Source: an optimization exercise on an open RTL-to-GDS flow (aim: small area). Production flows keep margins and buffers that such runs may drop. Where RTL was checked, it was by simulation tests only, not by an equivalence proof against the original. Power and IR drop assume default switching activity.

== alpha ==
// ritc_trigger_top
module ritc_trigger_top #(
	parameter int A_STAGES = 0,
	parameter int B_STAGES = 2,
	parameter int C_STAGES = 3
) (
	input  logic                                              clk_i,
	input  logic                                              rst_n_i,
	input  logic                                              sync_i,
	input  logic [ritc_pkg::NBITS-1:0]                        a_i,
	input  logic [ritc_pkg::NBITS-1:0]                        b_i,
	input  logic [ritc_pkg::NBITS-1:0]                        c_i,
	input  logic                                              cfg_we_i,
	input  ritc_pkg::reg_addr_e                               cfg_addr_i,
	input  logic [ritc_pkg::CFG_BITS-1:0]                     cfg_wdata_i,
	output logic [ritc_pkg::CFG_BITS-1:0]                     cfg_rdata_o,
	output logic [ritc_pkg::NBITS*(A_STAGES+1)-1:0]           as_o,
	output logic [ritc_pkg::NBITS*(B_STAGES+1)-1:0]           bs_o,
	output logic [ritc_pkg::NBITS*(C_STAGES+1)-1:0]           cs_o,
	output logic                                              trig_o,
	output logic [ritc_pkg::NCHAN-1:0]                        trig_hits_o,
	output logic [ritc_pkg::PHASE_BITS-1:0]                   trig_phase_o
);
For scale: roughly 1200 cells after synthesis, about 300 flip-flops.
clock: 4.5 ns
lec_check: 0
cap_margin: 20
core_margin: 2
core_utilization: 55
slew_margin: 20
synth_hierarchical: 1
standard.sh (not shown) runs the stock make flow with config.mk's settings and CLKGATE_MAP_FILE= SYNTH_SCRIPT=/design/flow/synth_recipe.tcl, a recipe that flattens the netlist after the stock synthesis.
==> flow/flow/run.sh <==
#!/bin/bash
# Standard ORFS layout (the standard.sh) with two layout choices changed:
#  - every input and output port still gets a buffer, but the small buf_1 cell
#  - the clock tree is built from smaller clock buffers, without dummy loads
set -o pipefail
export BUFFER_PORTS_ARGS="-buffer_cell sky130_fd_sc_hd__buf_1"
export CTS_ARGS="-sink_clustering_enable -repair_clock_nets -buf_list sky130_fd_sc_hd__clkbuf_4 -root_buf sky130_fd_sc_hd__clkbuf_8 -dont_use_dummy_load -sink_clustering_size 10 -sink_clustering_max_diameter 40"
bash standard.sh > standard.log 2>&1
alpha: PPL-0024 in 3_2_place_iop -> run aborted
What beta does differently from alpha at the input level:
- CORE_UTILIZATION now 40, was 55
==> flow/flow/run.sh <==
#!/bin/bash
# Standard ORFS layout (the standard.sh) with two layout choices changed:
#  - every input and output port still gets a buffer, but the small buf_1 cell
#  - the clock tree is built from smaller clock buffers, without dummy loads
set -o pipefail
export BUFFER_PORTS_ARGS="-buffer_cell sky130_fd_sc_hd__buf_1"
export CTS_ARGS="-sink_clustering_enable -repair_clock_nets -buf_list sky130_fd_sc_hd__clkbuf_8 -root_buf sky130_fd_sc_hd__clkbuf_8 -dont_use_dummy_load -sink_clustering_size 16 -sink_clustering_max_diameter 50"
bash standard.sh > standard.log 2>&1
- beta was carried through to the last stage, and its layout satisfied the timing, DRC and antenna checks.
- Reported for alpha and beta, synthesized area turned out identical to the last digit.
- Die height: beta vs alpha up 17%
- Reported for alpha and beta, cell count after synthesis turned out identical to the last digit.
- Unique cell type count in the Yosys netlist: alpha vs beta identical
- The higher width of the die came out of beta.
No functional check of the RTL was part of any run of this note.


Setup of rev 12:
Another version of the RTL of ritc_trigger_top (not shown whole).
For scale: ~1500 cells after synthesis, ~300 flip-flops, ~560 I/O pins, ~13000 um2 of cells after synthesis.
clock: 4.5 ns
lec_check: 0
cap_margin: 20
core_area: 2 2 158 158
die_area: 0 0 160 160
slew_margin: 20
synth_hierarchical: 1
==> flow/flow/run.sh <==
#!/bin/bash
# Standard ORFS layout (the standard.sh) with these layout choices changed:
#  - every input and output port still gets a buffer, but the small buf_1 cell
#  - the clock tree is built from clkbuf_8 cells in small clusters, without dummy loads
#  - gates that synthesis sized up are put back at their smallest size first
#  - global placement is not timing driven (its virtual repair keeps oversized
#    buffers); synthesis buffers are removed before it as the timing-driven mode does
set -o pipefail
HERE=$(pwd)
export BUFFER_PORTS_ARGS="-buffer_cell sky130_fd_sc_hd__buf_1"
export CTS_ARGS="-sink_clustering_enable -repair_clock_nets -buf_list sky130_fd_sc_hd__clkbuf_8 -root_buf sky130_fd_sc_hd__clkbuf_8 -dont_use_dummy_load -sink_clustering_size 20 -sink_clustering_max_diameter 60"
export GPL_TIMING_DRIVEN=0
# Pins one routing track apart, so that the die can be smaller than the pin count would allow at two
export PLACE_PINS_ARGS="-min_distance 1 -min_distance_in_tracks"
export PRE_GLOBAL_PLACE_TCL=$HERE/flow/pre_global_place.tcl
bash standard.sh > standard.log 2>&1
==> flow/flow/pre_global_place.tcl <==
# Synthesis (ABC) sizes some gates up for its own delay estimate. Put every
# combinational gate back at its smallest drive strength; the resizer's slew,
# capacitance and timing repairs later in the flow size up what needs it.
set n_down 0
foreach inst [get_cells *] {
  set master [get_property $inst ref_name]
  if {![regexp {^(sky130_fd_sc_hd__)([a-z0-9]+)_([0-9]+)$} $master -> pfx base sz]} { continue }
  if {[regexp {^(df|sdf|edf|dl|buf|clk|inv|conb|tap|fill|decap|diode)} $base]} { continue }
  set best ""
  set best_area [get_property [get_lib_cells */$master] area]
  foreach t {0 1 2} {
    set cand ${pfx}${base}_$t
    set lc [get_lib_cells -quiet */$cand]
    if {$lc == ""} { continue }
    if {[get_property $lc dont_use]} { continue }
    set a [get_property $lc area]
    if {$a < $best_area} { set best $cand; set best_area $a }
  }
  if {$best != ""} {
    replace_cell $inst $best
    incr n_down
  }
}
puts "Sized down $n_down gates"
remove_buffers
Edits applied to the flow inputs when going from rev 12 to rev 13:
==> flow/flow/run.sh <==
#!/bin/bash
# Standard ORFS layout (the standard.sh) with these layout choices changed:
#  - every input and output port still gets a buffer, but the small buf_1 cell
#  - the clock tree is built from clkbuf_8 cells in small clusters, without dummy loads
#  - global placement is not timing driven (its virtual repair keeps oversized
#    buffers); synthesis buffers are removed before it as the timing-driven mode does
set -o pipefail
HERE=$(pwd)
export BUFFER_PORTS_ARGS="-buffer_cell sky130_fd_sc_hd__buf_1"
export CTS_ARGS="-sink_clustering_enable -repair_clock_nets -buf_list sky130_fd_sc_hd__clkbuf_8 -root_buf sky130_fd_sc_hd__clkbuf_8 -dont_use_dummy_load -sink_clustering_size 24 -sink_clustering_max_diameter 50"
export GPL_TIMING_DRIVEN=0
# Pins one routing track apart, so that the die can be smaller than the pin count would allow at two
export PLACE_PINS_ARGS="-min_distance 1 -min_distance_in_tracks"
export PRE_GLOBAL_PLACE_TCL=$HERE/flow/pre_global_place.tcl
bash standard.sh > standard.log 2>&1
==> flow/flow/pre_global_place.tcl <==
remove_buffers
## What came out
Rev 13 against rev 12: critical path depth picked up an extra 1; post-cts resize count lost 1; share of the clock period used by the worst path after layout picked up an extra 2.0 points.
Worst-case setup slack after placement up 0.20 ns in rev 13 wrt rev 12
Compared rev 13 vs rev 12, and area added between synthesis and finish is up in rev 13.
On total detailed-routing wirelength: rev 13 sits above rev 12.
Total power for rev 13: 2.1% up relative to rev 12
Status: all-layer global routing usage parity (rev 12, rev 13)


Setup of run A:
ritc_trigger_top again, from the RTL that the note above started with.
export LEC_CHECK = 0
export CAP_MARGIN = 20
export CORE_AREA = 2 2 148 148
export DIE_AREA = 0 0 150 150
export SLEW_MARGIN = 20
export SYNTH_HIERARCHICAL = 1
create_clock -name core_clock -period 4.5 [get_ports {clk_i}]
==> flow/flow/run.sh <==
#!/bin/bash
# Standard ORFS layout (the standard.sh) with these layout choices changed:
#  - every input and output port still gets a buffer, but the small buf_1 cell
#  - the clock tree is built from clkbuf_8 cells in small clusters, without dummy loads
#  - gates that synthesis sized up are put back at their smallest size first
#  - global placement is not timing driven (its virtual repair keeps oversized
#    buffers); synthesis buffers are removed before it as the timing-driven mode does
set -o pipefail
HERE=$(pwd)
export BUFFER_PORTS_ARGS="-buffer_cell sky130_fd_sc_hd__buf_1"
export CTS_ARGS="-sink_clustering_enable -repair_clock_nets -buf_list sky130_fd_sc_hd__clkbuf_8 -root_buf sky130_fd_sc_hd__clkbuf_8 -dont_use_dummy_load -sink_clustering_size 20 -sink_clustering_max_diameter 60"
export GPL_TIMING_DRIVEN=0
# Pins one routing track apart, so that the die can be smaller than the pin count would allow at two
export PLACE_PINS_ARGS="-min_distance 1 -min_distance_in_tracks"
export PRE_GLOBAL_PLACE_TCL=$HERE/flow/pre_global_place.tcl
bash standard.sh > standard.log 2>&1
==> flow/flow/pre_global_place.tcl <==
# Synthesis (ABC) sizes some gates up for its own delay estimate. Put every
# combinational gate back at its smallest drive strength; the resizer's slew,
# capacitance and timing repairs later in the flow size up what needs it.
set n_down 0
foreach inst [get_cells *] {
  set master [get_property $inst ref_name]
  if {![regexp {^(sky130_fd_sc_hd__)([a-z0-9]+)_([0-9]+)$} $master -> pfx base sz]} { continue }
  if {[regexp {^(df|sdf|edf|dl|buf|clk|inv|conb|tap|fill|decap|diode)} $base]} { continue }
  set best ""
  set best_area [get_property [get_lib_cells */$master] area]
  foreach t {0 1 2} {
    set cand ${pfx}${base}_$t
    set lc [get_lib_cells -quiet */$cand]
    if {$lc == ""} { continue }
    if {[get_property $lc dont_use]} { continue }
    set a [get_property $lc area]
    if {$a < $best_area} { set best $cand; set best_area $a }
  }
  if {$best != ""} {
    replace_cell $inst $best
    incr n_down
  }
}
puts "Sized down $n_down gates"
remove_buffers
### run A -> run B
# run A
export LEC_CHECK = 0
export CAP_MARGIN = 20
export CORE_AREA = 2 2 148 148
export DIE_AREA = 0 0 150 150
export SLEW_MARGIN = 20
export SYNTH_HIERARCHICAL = 1
create_clock -name core_clock -period 4.5 [get_ports {clk_i}]
# run B
export LEC_CHECK = 0
export CAP_MARGIN = 20
export CORE_AREA = 2 2 158 158
export DIE_AREA = 0 0 160 160
export SLEW_MARGIN = 20
export SYNTH_HIERARCHICAL = 1
create_clock -name core_clock -period 4.5 [get_ports {clk_i}]
diff --git a/flow/flow/run.sh b/flow/flow/run.sh
--- a/flow/flow/run.sh
+++ b/flow/flow/run.sh
@@ -4,3 +4,2 @@
 #  - the clock tree is built from clkbuf_8 cells in small clusters, without dummy loads
-#  - gates that synthesis sized up are put back at their smallest size first
 #  - global placement is not timing driven (its virtual repair keeps oversized
==> flow/flow/pre_global_place.tcl <==
remove_buffers
==> notes.md <==
Run B ended with more time the worst path needs with I/O delays and setup than run A.
The run with more setup slack is run A; run B has less.
In the metrics for run A and run B, the one carrying the higher average wire per cell in the routed design is run B.
Summary of run B over run A: die area climbed about 14%, non-clock buffer count barely changed, global-route track usage on met2 dropped 3.1 points, number of ordinary inverters in the final layout barely changed.
Taking run A as the reference point, the total routing usage reported by global routing of run B falls by 2.1 points.
Comparing run A and run B, the lower final area is on run A.
Clock-buffer cell count (run B over run A): increase, 1
Setup changes, run B to run C
# run B
export LEC_CHECK = 0
export CAP_MARGIN = 20
export CORE_AREA = 2 2 158 158
export DIE_AREA = 0 0 160 160
export SLEW_MARGIN = 20
export SYNTH_HIERARCHICAL = 1
create_clock -name core_clock -period 4.5 [get_ports {clk_i}]
# run C
export LEC_CHECK = 0
export CAP_MARGIN = 20
export CORE_AREA = 2 2 192 192
export DIE_AREA = 0 0 194 194
export SLEW_MARGIN = 20
export SYNTH_HIERARCHICAL = 1
create_clock -name core_clock -period 4.5 [get_ports {clk_i}]
diff --git a/flow/flow/run.sh b/flow/flow/run.sh
--- a/flow/flow/run.sh
+++ b/flow/flow/run.sh
@@ -11,4 +11,2 @@
 export GPL_TIMING_DRIVEN=0
-# Pins one routing track apart, so that the die can be smaller than the pin count would allow at two
-export PLACE_PINS_ARGS="-min_distance 1 -min_distance_in_tracks"
 export PRE_GLOBAL_PLACE_TCL=$HERE/flow/pre_global_place.tcl
Results
- Run C has completed all stages; timing, DRC and antenna checks passed.
- When run C is set beside run B, its data required time of the critical path turns out to be 60 ps larger.
- Run C vs. run B: portion of total power attributed to the clock network +1.1 points, maximum single-stage delay on the critical path -90 ps, sequential share of layout area -0.73 points, internal power +1.2%.
- | met1 capacity usage during global routing | lower: run C |
Here is what was changed in the inputs of run D compared with run C.
# run C
export LEC_CHECK = 0
export CAP_MARGIN = 20
export CORE_AREA = 2 2 192 192
export DIE_AREA = 0 0 194 194
export SLEW_MARGIN = 20
export SYNTH_HIERARCHICAL = 1
create_clock -name core_clock -period 4.5 [get_ports {clk_i}]
# run D
export LEC_CHECK = 0
export CAP_MARGIN = 5
export CORE_AREA = 2 2 158 158
export DIE_AREA = 0 0 160 160
export SLEW_MARGIN = 5
export SYNTH_HIERARCHICAL = 1
create_clock -name core_clock -period 4.5 [get_ports {clk_i}]
diff --git a/flow/flow/run.sh b/flow/flow/run.sh
--- a/flow/flow/run.sh
+++ b/flow/flow/run.sh
@@ -11,2 +11,4 @@
 export GPL_TIMING_DRIVEN=0
+# Pins one routing track apart, so that the die can be smaller than the pin count would allow at two
+export PLACE_PINS_ARGS="-min_distance 1 -min_distance_in_tracks"
 export PRE_GLOBAL_PLACE_TCL=$HERE/flow/pre_global_place.tcl
[summary]
- When run D is measured against run C, its shortest period the worst path allows turns out 75 ps higher.
- Run D vs run C on total power: run D is the lower one.
- Diff run D..run C | combinational power share | negligible

## afterwards: timing with drivers on the ports
How much do the figures lean on ideal ports? The routed layouts below were timed once more, with nothing changed but the port constraints. Step 1 assumes that a clkbuf_16 drives the clock port and a buf_2 every other input. Step 2 moves the port delays by t, midway between the first and last clock arrival at a register: inputs arrive t later, outputs are due t later. That takes back most of the time a late clock gives input paths. Slacks: ideal ports / drivers / drivers and shift; pairs: ideal ports / drivers.
run | shift t [ns] | slack for setup (ns) | latest minus earliest clock arrival (ns) | pins driven straight from the clock port
beta | 0.619 | 0.576 / 0.600 / -0.019 | 0.125 / 0.124 | 1
rev 12 | 0.577 | 0.270 / 0.292 / -0.285 | 0.076 / 0.077 | 1
rev 13 | 0.569 | 0.182 / 0.206 / -0.363 | 0.101 / 0.101 | 1
run A | 0.568 | 0.240 / 0.257 / -0.311 | 0.064 / 0.064 | 1
run B | 0.572 | 0.214 / 0.237 / -0.334 | 0.095 / 0.095 | 1
run C | 0.598 | 0.283 / 0.305 / -0.293 | 0.055 / 0.054 | 1
run D | 0.575 | 0.207 / 0.230 / -0.345 | 0.105 / 0.106 | 1
Met with ideal ports but missed after step 2: setup timing in every run listed. The setup slack of beta, which loses most, moves by +0.024 ns with the drivers and by -0.595 ns with both steps.
